What follows belongs to an exercise in optimizing a design on an open flow for small area, a short achievable clock period and few clock cycles per item; a production flow would make more cautious choices. Only simulation tests tie the RTL to the original design; equivalence was not proved. The clock port is modelled as an ideal driver; clocking choices that lean on that would not hold on a real chip. Power and IR drop assume default switching activity.

==> build 24: inputs <==
// taylor_sine_cosine_top
module taylor_sine_cosine_top (
	input  wire logic                            clk,
	input  wire logic                            arst_n,
	input  wire logic                            s_tvalid,
	output logic                                 s_tready,
	input  wire logic [tsc_pkg::IN_DATA_W-1:0]   s_tdata,
	input  wire logic                            s_tuser,
	output logic                                 m_tvalid,
	input  wire logic                            m_tready,
	output logic [tsc_pkg::OUT_DATA_W-1:0]       m_tdata,
	output logic                                 m_tuser
);
Settings: LEC_CHECK=0, ABC_AREA=1, CAP_MARGIN=20, CORE_MARGIN=2, CORE_UTILIZATION=12, PLACE_DENSITY=0.2, SLEW_MARGIN=20, SYNTH_HIERARCHICAL=1, TNS_END_PERCENT=100; clock period 9.0 ns.
standard.sh (not shown) runs the stock make flow with config.mk's settings and CLKGATE_MAP_FILE= SYNTH_SCRIPT=/design/flow/synth_recipe.tcl, a recipe that flattens the netlist after the stock synthesis.
==> flow/flow/run.sh <==
#!/bin/bash
set -euo pipefail
here=$(pwd)
export POST_CTS_TCL="$here/flow/skew.tcl"
export SKEW_CELL=sky130_fd_sc_hd__clkbuf_1
export SKEW_LAST_CELL=sky130_fd_sc_hd__clkbuf_8
export SKEW_STAGES=8
bash standard.sh SETUP_SLACK_MARGIN=6.2 SKIP_CTS_REPAIR_TIMING=1 \
	POST_CTS_TCL="$here/flow/skew.tcl" finish > standard.log 2>&1
Other scripts of this flow, unchanged in this note and not shown: flow/flow/skew.tcl
==> inputs of trial 66, as changes to build 24 <==
--- a/flow/config.mk
+++ b/flow/config.mk
@@ -8,7 +8,7 @@
 export ABC_AREA = 1
 export CAP_MARGIN = 20
 export CORE_MARGIN = 2
-export CORE_UTILIZATION = 12
+export CORE_UTILIZATION = 10
 export PLACE_DENSITY = 0.2
 export SLEW_MARGIN = 20
 export SYNTH_HIERARCHICAL = 1
==> inputs of trial 77, as changes to build 24 <==
==> flow/flow/run.sh (replaced) <==
#!/bin/bash
set -euo pipefail
here=$(pwd)
export POST_CTS_TCL="$here/flow/skew.tcl"
export SKEW_CELL=sky130_fd_sc_hd__clkbuf_1
export SKEW_LAST_CELL=sky130_fd_sc_hd__clkbuf_8
export SKEW_STAGES=8
bash standard.sh SETUP_SLACK_MARGIN=6.3 SKIP_CTS_REPAIR_TIMING=1 \
	POST_CTS_TCL="$here/flow/skew.tcl" finish > standard.log 2>&1
==> notes <==
Trial 77 passed the timing, DRC and antenna checks. Trial 66 completed without violations. Build 24 produced a clean layout. Between trial 66 and build 24, the lower via count is in trial 66 (gap 0.65%, measured against build 24). Flip-flop and latch count is the same in trial 77 and build 24. Cell area: build 24 < trial 66 < trial 77. Routed wire length, highest first: trial 77, trial 66, build 24. Between build 24 and trial 66, the lower critical path depth is in trial 66 (gap 3). Of trial 77 and trial 66, trial 66 has the higher die area (gap 16%, measured against trial 66). Synthesized cell count is the same in build 24 and trial 77.
==> figures <==
item                                                                 trial 77        build 24        trial 66
Outcome                                                        finished clean  finished clean  finished clean
Height of the die                                                      342 µm          342 µm          375 µm
Worst slew margin                                                       22.5%           23.2%           26.0%
Pin count of the biggest net entering global routing                       50              43              65
# nets final                                                             2634            2627            2618
GP Congestion                                                            1.04            1.07            1.07
DR vias                                                                 21100           21500           21300
Transition time at the pin with the least slew margin                 1160 ps         1150 ps         1100 ps
Seq power                                                              862 µW          856 µW          854 µW
Filler cell count                                                       13400           13400           16100
End of the critical path                                           r_rom_q[2]     r_rom_q[23]      r_rom_q[2]
Vias in the first global route                                          20400           20500           20500
Combinational share of power                                            75.5%           75.0%           74.9%
Share of the clock period used by the worst path after layout           32.7%           33.5%           35.2%
Total power of the final layout                                       6.11 mW         5.91 mW         6.00 mW
Post-detailed-route via-to-cell ratio                                    5.12            5.22            4.86
Testbench counts of build 24, summed over its fixed seeds: cycles 2,424, items 2,400.
Testbench counts of trial 66, summed over its fixed seeds: cycles 2,424, items 2,400.
Testbench counts of trial 77, summed over its fixed seeds: cycles 2,424, items 2,400.

==> build 78: inputs <==
Starting RTL as in the previous note.
Design taylor_sine_cosine_top, start of the top module:
module taylor_sine_cosine_top (
	input  wire logic                            clk,
	input  wire logic                            arst_n,
	input  wire logic                            s_tvalid,
	output logic                                 s_tready,
	input  wire logic [tsc_pkg::IN_DATA_W-1:0]   s_tdata,
	input  wire logic                            s_tuser,
	output logic                                 m_tvalid,
	input  wire logic                            m_tready,
	output logic [tsc_pkg::OUT_DATA_W-1:0]       m_tdata,
	output logic                                 m_tuser
);
	logic              a_valid_q;    
	logic [REQ_W:0]    a_req_q;
	logic              b_valid_q;    
	logic [REQ_W:0]    b_req_q;
	logic              r_valid_q;    
	logic [RES_W:0]    r_rom_q;
	logic              r_neg_q;
	logic              m_valid_q;
	logic [RES_W-1:0]  res_q;
	logic              sat_q;
	logic [REQ_W:0]    req_in;
	logic              s_accept;
	logic              out_adv;
	logic              a_load;
	logic [RES_W:0]    rom_data;
	logic [ANGLE_W-1:0] angle_in;
	logic [ANGLE_W-1:0] xmag_in;
	localparam int MAG_BITS = RES_W - 1;
	localparam int MAG_GRP  = 6;
	logic              negate;
	logic [RES_W-1:0]  res_w;
	logic [MAG_BITS-1:0]           mag;
	logic [MAG_BITS-1:0]           in_grp;      
	logic [MAG_BITS/MAG_GRP-1:0]   grp_or;      
	logic [MAG_BITS/MAG_GRP-1:0]   grp_below;   
	logic [MAG_BITS:0]             below;       
	logic [MAG_BITS:0]             flip;
	assign angle_in = s_tdata[ANGLE_W-1:0];
	assign xmag_in  = angle_in[ANGLE_W-1] ? ANGLE_W'(~angle_in + 1'b1) : angle_in;
	assign req_in   = {!s_tuser && angle_in[ANGLE_W-1], s_tuser, xmag_in, s_tdata[ANGLE_W +: CNT_W]};
	assign s_tready = !b_valid_q;
	assign s_accept = s_tvalid && !b_valid_q;
	assign out_adv  = !m_valid_q || m_tready;
	assign a_load   = out_adv || !a_valid_q;
	assign m_tvalid = m_valid_q;
	assign m_tdata  = OUT_DATA_W'(res_q);
	assign m_tuser  = sat_q;
	tsc_rom u_rom (
		.addr (a_req_q[REQ_W-1:0]),
		.data (rom_data)
	);
	assign negate = r_neg_q ^ r_rom_q[RES_W-1];
	assign mag    = r_rom_q[MAG_BITS-1:0];
  ...
==> flow/config.mk <==
export PLATFORM = sky130hd
export DESIGN_NAME = taylor_sine_cosine_top
export DESIGN_NICKNAME = taylor_sine_cosine_top
export VERILOG_FILES = /design/flow/design.v
export SDC_FILE = /design/flow/constraint.sdc
export NUM_CORES = 4
export LEC_CHECK = 0
export ABC_AREA = 1
export CAP_MARGIN = 20
export CORE_MARGIN = 2
export CORE_UTILIZATION = 12
export PLACE_DENSITY = 0.2
export SLEW_MARGIN = 20
export SYNTH_HIERARCHICAL = 1
export TNS_END_PERCENT = 100
==> flow/constraint.sdc <==
create_clock -name core_clock -period 9.0 [get_ports {clk}]
set_input_delay 1.8000 -clock core_clock [delete_from_list [all_inputs] [get_ports {clk}]]
set_output_delay 1.8000 -clock core_clock [all_outputs]
set_load 0.01 [all_outputs]
==> flow/flow/run.sh <==
#!/bin/bash
set -euo pipefail
here=$(pwd)
export POST_CTS_TCL="$here/flow/skew.tcl"
export SKEW_CELL=sky130_fd_sc_hd__clkbuf_1
export SKEW_LAST_CELL=sky130_fd_sc_hd__clkbuf_8
export SKEW_STAGES=8
bash standard.sh SETUP_SLACK_MARGIN=6.25 SKIP_CTS_REPAIR_TIMING=1 \
	POST_CTS_TCL="$here/flow/skew.tcl" finish > standard.log 2>&1
==> flow/flow/skew.tcl <==
# Hook run after clock tree synthesis (POST_CTS_TCL, with the CTS step's own timing
# repair skipped): give the clock of the table output register (r_rom_q, r_neg_q)
# extra delay, so that the long path into it, from the request register through
# the result table, may use time that the short path out of it, through the
# negation into the output register, does not need. Both paths are between
# registers inside the design. Then the CTS step's usual placement and timing
# repair.
set block [ord::get_db_block]
set db [ord::get_db]
set master [$db findMaster $::env(SKEW_CELL)]
set last_master [$db findMaster $::env(SKEW_LAST_CELL)]
set stages $::env(SKEW_STAGES)
array set groups {}
foreach inst [$block getInsts] {
  set name [$inst getName]
  if {[string match {r_rom_q*} $name] || [string match {r_neg_q*} $name]} {
    set it [$inst findITerm CLK]
    lappend groups([[$it getNet] getName]) $it
  }
}
set n 0
foreach netname [lsort [array names groups]] {
  set net [$block findNet $netname]
  set its $groups($netname)
  set sx 0
  set sy 0
  foreach it $its {
    set b [[$it getInst] getBBox]
    set sx [expr {$sx + [$b xMin]}]
    set sy [expr {$sy + [$b yMin]}]
  }
  set cx [expr {int($sx / [llength $its])}]
  set cy [expr {int($sy / [llength $its])}]
  set prev $net
  for {set k 0} {$k < $stages} {incr k} {
    set m [expr {$k == $stages - 1 ? $last_master : $master}]
    set inst [odb::dbInst_create $block $m "skewbuf_${n}_$k"]
    set newnet [odb::dbNet_create $block "skewnet_${n}_$k"]
    $newnet setSigType CLOCK
    [$inst findITerm A] connect $prev
    [$inst findITerm X] connect $newnet
    $inst setLocation $cx $cy
    $inst setPlacementStatus PLACED
    set prev $newnet
  }
  foreach it $its {
    $it disconnect
    $it connect $prev
  }
  puts "skew: [llength $its] sinks of $netname behind $stages buffers"
  incr n
}
set result [catch { detailed_placement } msg]
if { $result != 0 } {
  error "Detailed placement failed after clock skew: $msg"
}
estimate_parasitics -placement
report_clock_skew
repair_timing_helper
set result [catch { detailed_placement } msg]
if { $result != 0 } {
  error "Detailed placement failed in CTS: $msg"
}
check_placement -verbose
report_checks -path_delay max -format end -group_path_count 5
==> trial 50: changes against build 78 <==
==> flow/flow/run.sh (replaced) <==
#!/bin/bash
set -euo pipefail
here=$(pwd)
export POST_CTS_TCL="$here/flow/skew.tcl"
export SKEW_CELL=sky130_fd_sc_hd__clkbuf_1
export SKEW_LAST_CELL=sky130_fd_sc_hd__clkbuf_8
export SKEW_STAGES=9
bash standard.sh SETUP_SLACK_MARGIN=6.2 SKIP_CTS_REPAIR_TIMING=1 \
	POST_CTS_TCL="$here/flow/skew.tcl" finish > standard.log 2>&1
==> build 91: changes against build 78 <==
==> flow/flow/run.sh (replaced) <==
#!/bin/bash
set -euo pipefail
here=$(pwd)
export POST_CTS_TCL="$here/flow/skew.tcl"
export SKEW_CELL=sky130_fd_sc_hd__clkbuf_1
export SKEW_LAST_CELL=sky130_fd_sc_hd__clkbuf_8
export SKEW_STAGES=10
bash standard.sh SETUP_SLACK_MARGIN=6.1 SKIP_CTS_REPAIR_TIMING=1 \
	POST_CTS_TCL="$here/flow/skew.tcl" finish > standard.log 2>&1
--- a/flow/config.mk
+++ b/flow/config.mk
@@ -8,7 +8,7 @@
 export ABC_AREA = 1
 export CAP_MARGIN = 20
 export CORE_MARGIN = 2
-export CORE_UTILIZATION = 12
+export CORE_UTILIZATION = 10
 export PLACE_DENSITY = 0.2
 export SLEW_MARGIN = 20
 export SYNTH_HIERARCHICAL = 1
==> comparison <==
Build 91 completed with no timing, DRC or antenna violations. Trial 50 finished with timing, DRC and antenna clean. Build 78 finished clean.
Against trial 50, the final cell count of build 91 is larger by about 7%.
Routed wire length, lowest first: trial 50, build 91, build 78.
Die area is the same in trial 50 and build 78.
Sequential cell count is the same in trial 50 and build 91.
Via count, highest first: build 91, trial 50, build 78.
In synthesized area, build 78 and trial 50 do not differ.
Setup slack: build 78 > trial 50 > build 91.
In build 91 the fmax is lower than in build 78, by about 6%.
In trial 50 the register-to-register slack is lower than in build 78, by 0.05 ns.
Between build 78 and build 91, the lower combinational power is in build 91 (gap about 3%, measured against build 91).
The lowest power belongs to trial 50, the highest to build 78.
Testbench counts of build 78, summed over its fixed seeds: cycles 2,424, items 2,400.
Testbench counts of trial 50, summed over its fixed seeds: cycles 2,424, items 2,400.
Testbench counts of build 91, summed over its fixed seeds: cycles 2,424, items 2,400.

[what the ideal ports hide]
In the flow no input, the clock included, has a driving cell. The finished layouts below were timed again as built, in two steps.
Step 1 sets driving cells, clkbuf_16 on the clock port and buf_2 on the other inputs (assumed; they add their load-dependent delay and slew).
Step 2, shift: input delay + t, output delay - t, t = (earliest + latest rising clock arrival at the registers) / 2. This alone moves slack from input paths to output paths.
a / b / c = ideal / step 1 / step 2; a / b = the first two.
| run | t, ns | setup slack, ns | hold slack, ns | worst setup path at the end | clock arrival spread, ns |
|---|---|---|---|---|---|
| build 24 | 0.857 | 5.985 / 5.985 / 5.402 | 0.191 / 0.191 / 0.191 | input to register | 0.832 / 0.831 |
| trial 66 | 0.893 | 5.836 / 5.836 / 5.409 | 0.247 / 0.247 / 0.247 | input to register | 0.897 / 0.898 |
| trial 77 | 0.884 | 6.053 / 6.043 / 5.541 | 0.171 / 0.171 / 0.171 | input to register | 0.882 / 0.882 |
| build 78 | 0.850 | 6.031 / 6.031 / 5.460 | 0.111 / 0.111 / 0.111 | input to register | 0.818 / 0.817 |
| trial 50 | 0.912 | 5.979 / 5.979 / 5.347 | 0.110 / 0.110 / 0.110 | input to register | 0.945 / 0.944 |
| build 91 | 0.976 | 5.837 / 5.837 / 5.250 | 0.078 / 0.078 / 0.078 | input to register | 1.074 / 1.073 |
Clock arrivals are far apart in every run listed, so t is only a midpoint there and step 2 fits no single register. The setup slack of trial 50, which loses most, moves by 0.000 ns with the drivers and by -0.632 ns with both steps.
